This design comes from an exercise in tuning for small area, a short achievable clock period and few clock cycles per item on the open sky130 flow, not from production work. The RTL was checked by simulation tests, not by an equivalence proof against the original design. Power figures rest on the tool's default switching activity, not on a simulated workload.

===== design/flow/design.v =====
`timescale 1ns/1ps
`default_nettype none
module fu_controller (
	input  logic                         clk,
	input  logic                         rst_n,
	input  logic                         start,
	input  logic [5-1:0]        num_steps,
	input  logic                         maxpool_mode,
	input  logic                         in_valid,
	output logic                         wr_clr,
	output logic                         wr_en,
	output logic                         rd_clr,
	output logic [4-1:0] rd_en,
	output logic                         reset_pe,
	output logic                         write_out_en,
	output logic                         row_first,
	output logic                         pool_mode,
	output logic                         done,
	output logic                         busy
);
	localparam int N      = 4;
	localparam int SKEW_W = 5 + 1;
	localparam int ROW_W  = $clog2(N);
	localparam logic [2:0] IDLE    = 3'd0;
	localparam logic [2:0] LOAD    = 3'd1;
	localparam logic [2:0] COMPUTE = 3'd2;
	localparam logic [2:0] DRAIN   = 3'd3;
	localparam logic [2:0] FINISH  = 3'd4;
	logic [2:0] state_q;
	logic [2:0] state_d;
	logic [5-1:0] steps_q;
	logic [5-1:0] step_cnt;
	logic [SKEW_W-1:0]     skew_cnt;
	logic [SKEW_W-1:0]     skew_last;
	logic [ROW_W-1:0]      row_cnt;
	logic                  load_first;
	logic                  compute_first;
	logic                  pool_q;
	assign skew_last = {1'b0, steps_q} + SKEW_W'(2 * N - 1);
	always_comb begin
		state_d = state_q;
		case (state_q)
			IDLE: begin
				if (start) begin
					state_d = LOAD;
				end
			end
			LOAD: begin
				if (in_valid && step_cnt == steps_q - 1'b1) begin
					state_d = COMPUTE;
				end
			end
			COMPUTE: begin
				if (skew_cnt == skew_last) begin
					state_d = DRAIN;
				end
			end
			DRAIN: begin
				if (row_cnt == ROW_W'(N - 1)) begin
					state_d = FINISH;
				end
			end
			FINISH: begin
				state_d = IDLE;
			end
			default: begin
				state_d = IDLE;
			end
		endcase
	end
	always_ff @(posedge clk) begin
		if (!rst_n) begin
			state_q       <= IDLE;
			step_cnt      <= '0;
			skew_cnt      <= '0;
			row_cnt       <= '0;
			load_first    <= 1'b0;
			compute_first <= 1'b0;
		end else begin
			state_q       <= state_d;
			step_cnt      <= (state_q == LOAD) ? step_cnt + 5'(in_valid) : '0;
			skew_cnt      <= (state_q == COMPUTE) ? skew_cnt + 1'b1 : '0;
			row_cnt       <= (state_q == DRAIN) ? row_cnt + 1'b1 : '0;
			load_first    <= (state_q == IDLE) && start;
			compute_first <= (state_q == LOAD) && (state_d == COMPUTE);
		end
	end
	always_ff @(posedge clk) begin
		if (state_q == IDLE && start) begin
			steps_q <= num_steps;
			pool_q  <= maxpool_mode;
		end
	end
	assign wr_clr = load_first;
	assign wr_en  = (state_q == LOAD) && in_valid;
	assign rd_clr = compute_first;
	for (genvar i = 0; i < N; i++) begin : g_rd_en
		assign rd_en[i] = (state_q == COMPUTE)
			&& (skew_cnt >= SKEW_W'(i))
			&& (skew_cnt < SKEW_W'(i) + {1'b0, steps_q});
	end
	assign reset_pe     = compute_first;
	assign write_out_en = (state_q == DRAIN);
	assign row_first    = (state_q == DRAIN) && (row_cnt == '0);
	assign pool_mode    = pool_q;
	assign done         = (state_q == FINISH);
	assign busy         = (state_q != IDLE);
endmodule
`default_nettype wire
`timescale 1ns/1ps
`default_nettype none
module skew_fifo_array (
	input  logic                                        clk,
	input  logic                                        rst_n,
	input  logic [4*16-1:0] data_in,
	input  logic                                        wr_clr,
	input  logic                                        wr_en,
	input  logic                                        rd_clr,
	input  logic [4-1:0]                rd_en,
	output logic [4*16-1:0] data_out
);
	localparam int N     = 4;
	localparam int W     = 16;
	localparam int DEPTH = 16;
	localparam int AW    = $clog2(DEPTH);
	localparam int PW    = 5;
	logic [PW-1:0] wr_ptr;
	logic [AW-1:0] wr_addr;
	assign wr_addr = wr_clr ? '0 : wr_ptr[AW-1:0];
	always_ff @(posedge clk) begin
		if (!rst_n) begin
			wr_ptr <= '0;
		end else if (wr_clr) begin
			wr_ptr <= PW'(wr_en);
		end else if (wr_en) begin
			wr_ptr <= wr_ptr + 1'b1;
		end
	end
	for (genvar i = 0; i < N; i++) begin : g_lane
		logic [W-1:0]  mem [0:DEPTH-1];
		logic [PW-1:0] rd_ptr;
		logic [AW-1:0] rd_addr;
		assign rd_addr = rd_clr ? '0 : rd_ptr[AW-1:0];
		always_ff @(posedge clk) begin
			if (wr_en) begin
				mem[wr_addr] <= data_in[i*W +: W];
			end
		end
		always_ff @(posedge clk) begin
			if (!rst_n) begin
				rd_ptr            <= '0;
				data_out[i*W +: W] <= '0;
			end else begin
				if (rd_clr) begin
					rd_ptr <= PW'(rd_en[i]);
				end else if (rd_en[i]) begin
					rd_ptr <= rd_ptr + 1'b1;
				end
				data_out[i*W +: W] <= rd_en[i] ? mem[rd_addr] : '0;
			end
		end
	end
endmodule
`default_nettype wire
`timescale 1ns/1ps
`default_nettype none
module pe_array (
	input  logic                                        clk,
	input  logic                                        rst_n,
	input  logic                                        reset_pe,
	input  logic                                        write_out_en,
	input  logic [4*16-1:0] ifm_in,
	input  logic [4*16-1:0] wgt_in,
	output logic [4*16-1:0] ofm_row
);
	localparam int N = 4;
	localparam int W = 16;
	logic [N*N*W-1:0] a_q;
	logic [N*N*W-1:0] b_q;
	logic [N*N*W-1:0] acc;
	for (genvar r = 0; r < N; r++) begin : g_row
		for (genvar c = 0; c < N; c++) begin : g_col
			localparam int P = r * N + c;
			logic [W-1:0] a_in;
			logic [W-1:0] b_in;
			logic [W-1:0] below;
			logic [W-1:0] prod;
			if (c == 0) begin : g_left_edge
				assign a_in = ifm_in[r*W +: W];
			end else begin : g_from_left
				assign a_in = a_q[(P-1)*W +: W];
			end
			if (r == 0) begin : g_top_edge
				assign b_in = wgt_in[c*W +: W];
			end else begin : g_from_above
				assign b_in = b_q[(P-N)*W +: W];
			end
			if (r == N - 1) begin : g_last_row
				assign below = '0;
			end else begin : g_inner_row
				assign below = acc[(P+N)*W +: W];
			end
			assign prod = a_in * b_in;
			always_ff @(posedge clk) begin
				if (!rst_n) begin
					a_q[P*W +: W] <= '0;
					b_q[P*W +: W] <= '0;
					acc[P*W +: W] <= '0;
				end else begin
					a_q[P*W +: W] <= a_in;
					b_q[P*W +: W] <= b_in;
					if (reset_pe) begin
						acc[P*W +: W] <= '0;
					end else if (write_out_en) begin
						acc[P*W +: W] <= below;
					end else begin
						acc[P*W +: W] <= acc[P*W +: W] + prod;
					end
				end
			end
		end
	end
	for (genvar c = 0; c < N; c++) begin : g_out
		assign ofm_row[c*W +: W] = write_out_en ? acc[c*W +: W] : '0;
	end
endmodule
`default_nettype wire
`timescale 1ns/1ps
`default_nettype none
module ofm_output_stage (
	input  logic                                        clk,
	input  logic                                        rst_n,
	input  logic                                        write_out_en,
	input  logic                                        row_first,
	input  logic                                        maxpool_mode,
	input  logic [4*16-1:0] ofm_row,
	output logic                                        ofm_valid,
	output logic [4*16-1:0] ofm_data
);
	localparam int N = 4;
	localparam int W = 16;
	logic             odd_q;
	logic             row_odd;
	logic [N*W-1:0]   row_buf;
	logic [N*W-1:0]   vert_max;
	logic [N*W-1:0]   pooled;
	logic [N*W-1:0]   selected;
	assign row_odd = row_first ? 1'b0 : odd_q;
	for (genvar i = 0; i < N; i++) begin : g_vert
		assign vert_max[i*W +: W] = ($signed(row_buf[i*W +: W]) > $signed(ofm_row[i*W +: W]))
			? row_buf[i*W +: W] : ofm_row[i*W +: W];
	end
	for (genvar j = 0; j < N; j++) begin : g_pool
		if (j < N / 2) begin : g_low
			assign pooled[j*W +: W] = ($signed(vert_max[2*j*W +: W]) > $signed(vert_max[(2*j+1)*W +: W]))
				? vert_max[2*j*W +: W] : vert_max[(2*j+1)*W +: W];
		end else begin : g_high
			assign pooled[j*W +: W] = '0;
		end
	end
	assign selected = maxpool_mode ? pooled : ofm_row;
	always_ff @(posedge clk) begin
		if (!rst_n) begin
			odd_q     <= 1'b0;
			ofm_valid <= 1'b0;
		end else begin
			ofm_valid <= write_out_en && (!maxpool_mode || row_odd);
			if (write_out_en) begin
				odd_q <= !row_odd;
			end
		end
	end
	always_ff @(posedge clk) begin
		if (write_out_en && !row_odd) begin
			row_buf <= ofm_row;
		end
		if (write_out_en) begin
			for (int i = 0; i < N; i++) begin
				ofm_data[i*W +: W] <= selected[i*W + W - 1] ? '0 : selected[i*W +: W];
			end
		end
	end
endmodule
`default_nettype wire
`timescale 1ns/1ps
`default_nettype none
module functional_unit (
	input  logic                                        clk,
	input  logic                                        rst_n,
	input  logic                                        start,
	input  logic [5-1:0]                       num_steps,
	input  logic                                        maxpool_mode,
	input  logic                                        in_valid,
	input  logic [4*16-1:0] ifm_data,
	input  logic [4*16-1:0] wgt_data,
	output logic                                        done,
	output logic                                        busy,
	output logic                                        ofm_valid,
	output logic [4*16-1:0] ofm_data
);
	localparam int N = 4;
	localparam int W = 16;
	logic [N*W-1:0] ifm_lanes;
	logic [N*W-1:0] wgt_lanes;
	logic [N*W-1:0] ofm_row;
	logic           reset_pe;
	logic           write_out_en;
	logic           row_first;
	logic           pool_mode;
	logic           wr_clr;
	logic           wr_en;
	logic           rd_clr;
	logic [N-1:0]   rd_en;
	fu_controller control (
		.clk          ( clk          ),
		.rst_n        ( rst_n        ),
		.start        ( start        ),
		.num_steps    ( num_steps    ),
		.maxpool_mode ( maxpool_mode ),
		.in_valid     ( in_valid     ),
		.wr_clr       ( wr_clr       ),
		.wr_en        ( wr_en        ),
		.rd_clr       ( rd_clr       ),
		.rd_en        ( rd_en        ),
		.reset_pe     ( reset_pe     ),
		.write_out_en ( write_out_en ),
		.row_first    ( row_first    ),
		.pool_mode    ( pool_mode    ),
		.done         ( done         ),
		.busy         ( busy         )
	);
	skew_fifo_array ifm_fifo_array (
		.clk      ( clk       ),
		.rst_n    ( rst_n     ),
		.data_in  ( ifm_data  ),
		.wr_clr   ( wr_clr    ),
		.wr_en    ( wr_en     ),
		.rd_clr   ( rd_clr    ),
		.rd_en    ( rd_en     ),
		.data_out ( ifm_lanes )
	);
	skew_fifo_array wgt_fifo_array (
		.clk      ( clk       ),
		.rst_n    ( rst_n     ),
		.data_in  ( wgt_data  ),
		.wr_clr   ( wr_clr    ),
		.wr_en    ( wr_en     ),
		.rd_clr   ( rd_clr    ),
		.rd_en    ( rd_en     ),
		.data_out ( wgt_lanes )
	);
	pe_array pe_grid (
		.clk          ( clk          ),
		.rst_n        ( rst_n        ),
		.reset_pe     ( reset_pe     ),
		.write_out_en ( write_out_en ),
		.ifm_in       ( ifm_lanes    ),
		.wgt_in       ( wgt_lanes    ),
		.ofm_row      ( ofm_row      )
	);
	ofm_output_stage ofm_stage (
		.clk          ( clk          ),
		.rst_n        ( rst_n        ),
		.write_out_en ( write_out_en ),
		.row_first    ( row_first    ),
		.maxpool_mode ( pool_mode    ),
		.ofm_row      ( ofm_row      ),
		.ofm_valid    ( ofm_valid    ),
		.ofm_data     ( ofm_data     )
	);
endmodule
`default_nettype wire

===== design/flow/constraint.sdc =====
create_clock -name core_clock -period 8.0 [get_ports {clk}]
set_input_delay 1.6000 -clock core_clock [delete_from_list [all_inputs] [get_ports {clk}]]
set_output_delay 1.6000 -clock core_clock [all_outputs]
set_load 0.01 [all_outputs]

===== design/flow/run.sh =====
#!/bin/bash
# synth_recipe.tcl (not shown) runs the flow's synth.tcl, then flattens the netlist and writes it again
# the make line also repeats each setting of config.mk as NAME=value (left out here)
make -C /OpenROAD-flow-scripts/flow DESIGN_CONFIG=/design/flow/config.mk WORK_HOME=/design/flow/orfs CLKGATE_MAP_FILE= SYNTH_SCRIPT=/design/flow/synth_recipe.tcl finish

===== design/flow/config.mk =====
export PLATFORM = sky130hd
export DESIGN_NAME = functional_unit
export DESIGN_NICKNAME = functional_unit
export VERILOG_FILES = /design/flow/design.v
export SDC_FILE = /design/flow/constraint.sdc
export NUM_CORES = 4
export LEC_CHECK = 0
export CAP_MARGIN = 20
export CORE_MARGIN = 2
export CORE_UTILIZATION = 40
export SLEW_MARGIN = 20

==> summary.txt <==
-- worst paths after layout --
path	start	to	cells past startpoint
worst max-delay path	control.state_q[0]	ofm_stage.ofm_data[20]	21
worst min-delay path	control.row_cnt[0]	control.row_cnt[0]	1
worst max register to register	control.state_q[0]	ofm_stage.ofm_data[20]	21
worst min register to register	control.row_cnt[0]	control.row_cnt[0]	1
-- layer usage --
layer	GRT usage, %	part of all wire (%)	wire length [um]	up-vias
met2	35.7	47	240000	3414
met1	29.5	43	218000	61100
met5	0	0.042	214	-
met3	2.64	5.9	30000	804
li1	-	-	-	54600
met4	6.50	3.4	17100	32
-- area by class of cell --
type / count / area (sq um)
Clock buffer: 427 / 8980
Clock inverter: 175 / 1740
Antenna cell: 22 / 55.1
Sequential cell: 3006 / 82000
Tap cell: 6149 / 7690
Inverter: 2345 / 8810
Timing Repair Buffer: 388 / 3570
Fill cell: 42800 / 256000
Multi-Input combinational cell: 10400 / 90600
-- metrics by stage --
step | instances | hold slack, ns | utilization (%)
after detailed placement | 22300 | 0.451 | 41.9
after floorplan | 16600 | 0.417 | -
after global placement | 22300 | 0.435 | 41.9
after CTS | 22900 | 0.460 | 44.3
final | 22900 | 0.456 | 44.3
after global routing | 22900 | 0.486 | 44.3
-- cell families (layout without fill, tap and decap cells) --
family	Yosys count	count (layout)	synth area share, %
buf+inv	3207	3335	6.58
simple gates	4334	4334	11.4
mux	694	694	4.04
fa+ha+maj	2477	2477	22.9
compound gates	2237	2237	7.37
flops	3006	3006	44.5
xor+xnor	681	681	3.24
other cells	1	26	0.00203
-- layout by cell type, fill, tap and decap left out, drive strengths merged, types with 21 or more instances in the layout --
master         Yosys  routed
inv             2344    2367
edfxtp          2178    2178
nand2           1987    1987
fa              1504    1504
and2            1150    1150
a21oi           1049    1049
ha               973     973
dfxtp            828     828
xnor2            530     530
clkbuf           773     427
mux2             400     400
o21ai            348     348
nor2b            342     342
nor2             331     331
mux2i            294     294
nand3            225     225
clkdlybuf4s50      0     199
buf               89     189
a211oi           176     176
xor2             151     151
o211ai           144     144
a22oi            129     129
o221ai           128     128
nor3             117     117
clkinv             1     116
a21o              55      55
o21a              43      43
nand2b            39      39
and3              34      34
or3               32      32
o22ai             31      31
nand4             30      30
a31oi             23      23
diode              0      22
bufinv             0      21
-- power groups by stage --
stage | sequential, mW | combinational [mW] | clock, mW
global placement | 17.1 | 0.503 | 0
CTS | 16.7 | 0.514 | 15.5
finish | 16.7 | 0.513 | 15.3
global route | 16.7 | 0.562 | 16.1
floorplan | 17.1 | 0.211 | 0
detailed placement | 17.1 | 0.513 | 0
-- state kept, by name, summed over array words and instances, names as in the netlist, 2 cells and up --
register / count
ifm_fifo_array.g_lane.rd_ptr: 16
control.step_cnt: 5
ifm_fifo_array.g_lane.mem: 1024
wgt_fifo_array.wr_ptr: 4
control.row_cnt: 2
ifm_fifo_array.wr_ptr: 4
control.state_q: 3
wgt_fifo_array.g_lane.rd_ptr: 16
ofm_stage.row_buf: 64
ofm_stage.ofm_data: 60
control.skew_cnt: 6
pe_grid.a_q: 192
pe_grid.acc: 256
pe_grid.b_q: 192
control.steps_q: 5
wgt_fifo_array.data_out: 64
ifm_fifo_array.data_out: 64
wgt_fifo_array.g_lane.mem: 1024
==> impl_metrics.py <==
metrics = {
    "status": {
        "status": "timing/DRC/antenna clean",
    },
    "clock_tree": {
        "postCtsHoldBufs": 0,
        "clockBufferDepth": 4,
        "cts_buffers": 330,
        "cts-root-buf": "clkbuf_16",
        "cts.reportedPaths.clkPinSlew_ns": 0.06,
        "htreeDepth": 5,
        "cts_resized": 0,
        "numClockSinks": 3006,
        "clk-insertion-delay-late_ns": 0.97,
        "cts_setup_buffers": 0,
        "tritoncts": "done",
    },
    "power_and_ir_drop": {
        "p_int_mw": 25.5,
        "p_clk_share_pct": 47.0,
        "finalPower_mw": 32.5,
        "switching_power_mw": 6.98,
        "switching_share_pct": 21.5,
        "seqPwrFrac_pct": 51.5,
        "peakVddDrop_uv": 260,
        "power_density_nw_per_um2": 160,
        "combPwrFrac_pct": 1.6,
        "p_leak_nw": 81.6,
    },
    "route": {
        "drc": 0,
        "vias_per_cell": 5.23,
        "avgRoutedWirePerCell_um": 22.0,
        "wirelength_um": 505000,
        "drt_first_pass_iters": 6,
        "ant_nets": 0,
        "vias": 120000,
        "drtIter0Drc": 9153,
    },
    "global_routing": {
        "grt_usage_pct": 21.5,
        "grt_max_degree": 142,
        "antenna_found_initial": 65,
        "first_global_vias": 121000,
        "grt_overflow_total": 0,
        "grt_pass1_wl_um": 767000,
    },
    "logic_synthesis": {
        "ys_ff_latch": 3006,
        "yosysTopAreaCell": "edfxtp_1",
        "yosys-top-cells-area": "edfxtp_1 35%, fa_1 16%, dfxtp_1 9.0%",
        "syn_area_sq_um": 184000,
        "ys_seq_area_share_pct": 44.5,
        "synth.most_common_cell": "inv_1",
        "synth_edf_count": 2178,
        "ys_warn_count": 4,
        "synthFlopType": "edfxtp_1",
        "async_flop_share_pct": 0,
        "synth_area_per_cell_sq_um": 11.1,
        "ys_types": 77,
        "ys_top_cells_by_count": "2,343 x inv_1, 2,178 x edfxtp_1, 1,987 x nand2_1, 1,504 x fa_1, 1,150 x and2_1",
        "netlist_instances": 16600,
        "yosysTopAreaCellShare_pct": 35.5,
    },
    "sta": {
        "layout_setup_ws_ns": 1.05,
        "tns_ns": 0,
        "clock.fmax_ghz": 0.144,
        "rsz0062_at_grt": "false",
        "timing.final.crit_share_pct": 86.9,
        "slew_headroom_pct": 22.0,
        "slew_viol_final": 0,
        "tightest_slew_ns": 1.17,
        "period_needed_ns": 6.95,
        "report.final.hold_viol_count": 0,
        "clock_skew_ns": 0.0663,
        "finalSetupViolCount": 0,
    },
    "setup_path": {
        "crit_path_start_kind": "flip-flop",
        "end_kind": "flip-flop",
        "required_ns": 8.69,
        "rrSetupSlack_ns": 1.05,
        "cp_slowest_cell": "or4_1",
        "crit_arrival_ns": 7.64,
        "crit_chain": "nand2b_1, or2_4, inv_8, buf_4, nand2_1, ha_1, nand3_1, or4_1, o32ai_1, a31o_1, buf_4, mux2i_1, ha_1, a211oi_1, nand3_1, o21ai_0, a21boi_1, nand2b_1, o22ai_1, a31oi_4, nor2b_1",
        "critical-path-max-stage-delay_ns": 0.54,
        "worstPathMaxFanout": 62,
        "critPathTopFamily": "simple AND/OR/NAND/NOR gates",
        "critPathBufInv": 3,
        "crit_type": "reg -> reg",
    },
    "die": {
        "core_area_sq_um": 460000,
        "initial_core_util_pct": 40.1,
        "top_level_ports": 205,
        "die_area_sq_um": 466000,
        "die_y_um": 683,
        "row_count": 249,
        "die_w_um": 683,
    },
    "run": {
        "maxCapViolations": 0,
    },
    "cells_and_area": {
        "nets": 19100,
        "drive_gt1_share_pct": 7.00,
        "final_cell_area_sq_um": 204000,
        "area_delta_synth_final_pct": 10.4,
    },
    "placed_design": {
        "hpwl_um": 338000,
        "place_congestion": 0.860,
        "io_buffers": 200,
        "place_area_sq_um": 193000,
        "place_ws_ns": 1.04,
    },
    "min_path": {
        "hold_class": "reg -> reg",
    },
}
Testbench counts, summed over its fixed seeds: cycles 10,094, jobs 320.

## port drivers added, routing unchanged
No port has a modelled driver above. Below, the same layout with a new extraction and two added sets of constraints. Step 1 assumes that a clkbuf_16 drives the clock port and a buf_2 every other input. Step 2 moves the port delays by t, midway between the first and last clock arrival at a register: inputs arrive t later, outputs are due t later. That takes back most of the time a late clock gives input paths. Three values: no drivers, after step 1, after step 2; two values: the first two.
t, ns: 1.062
setup WS [ns]: 1.049 / 1.049 / 1.049
clock arrival spread, ns: 0.085 / 0.086
After both steps this run still meets setup and hold. The setup slack of this run moves by 0.000 ns with the drivers and by 0.000 ns with both steps.
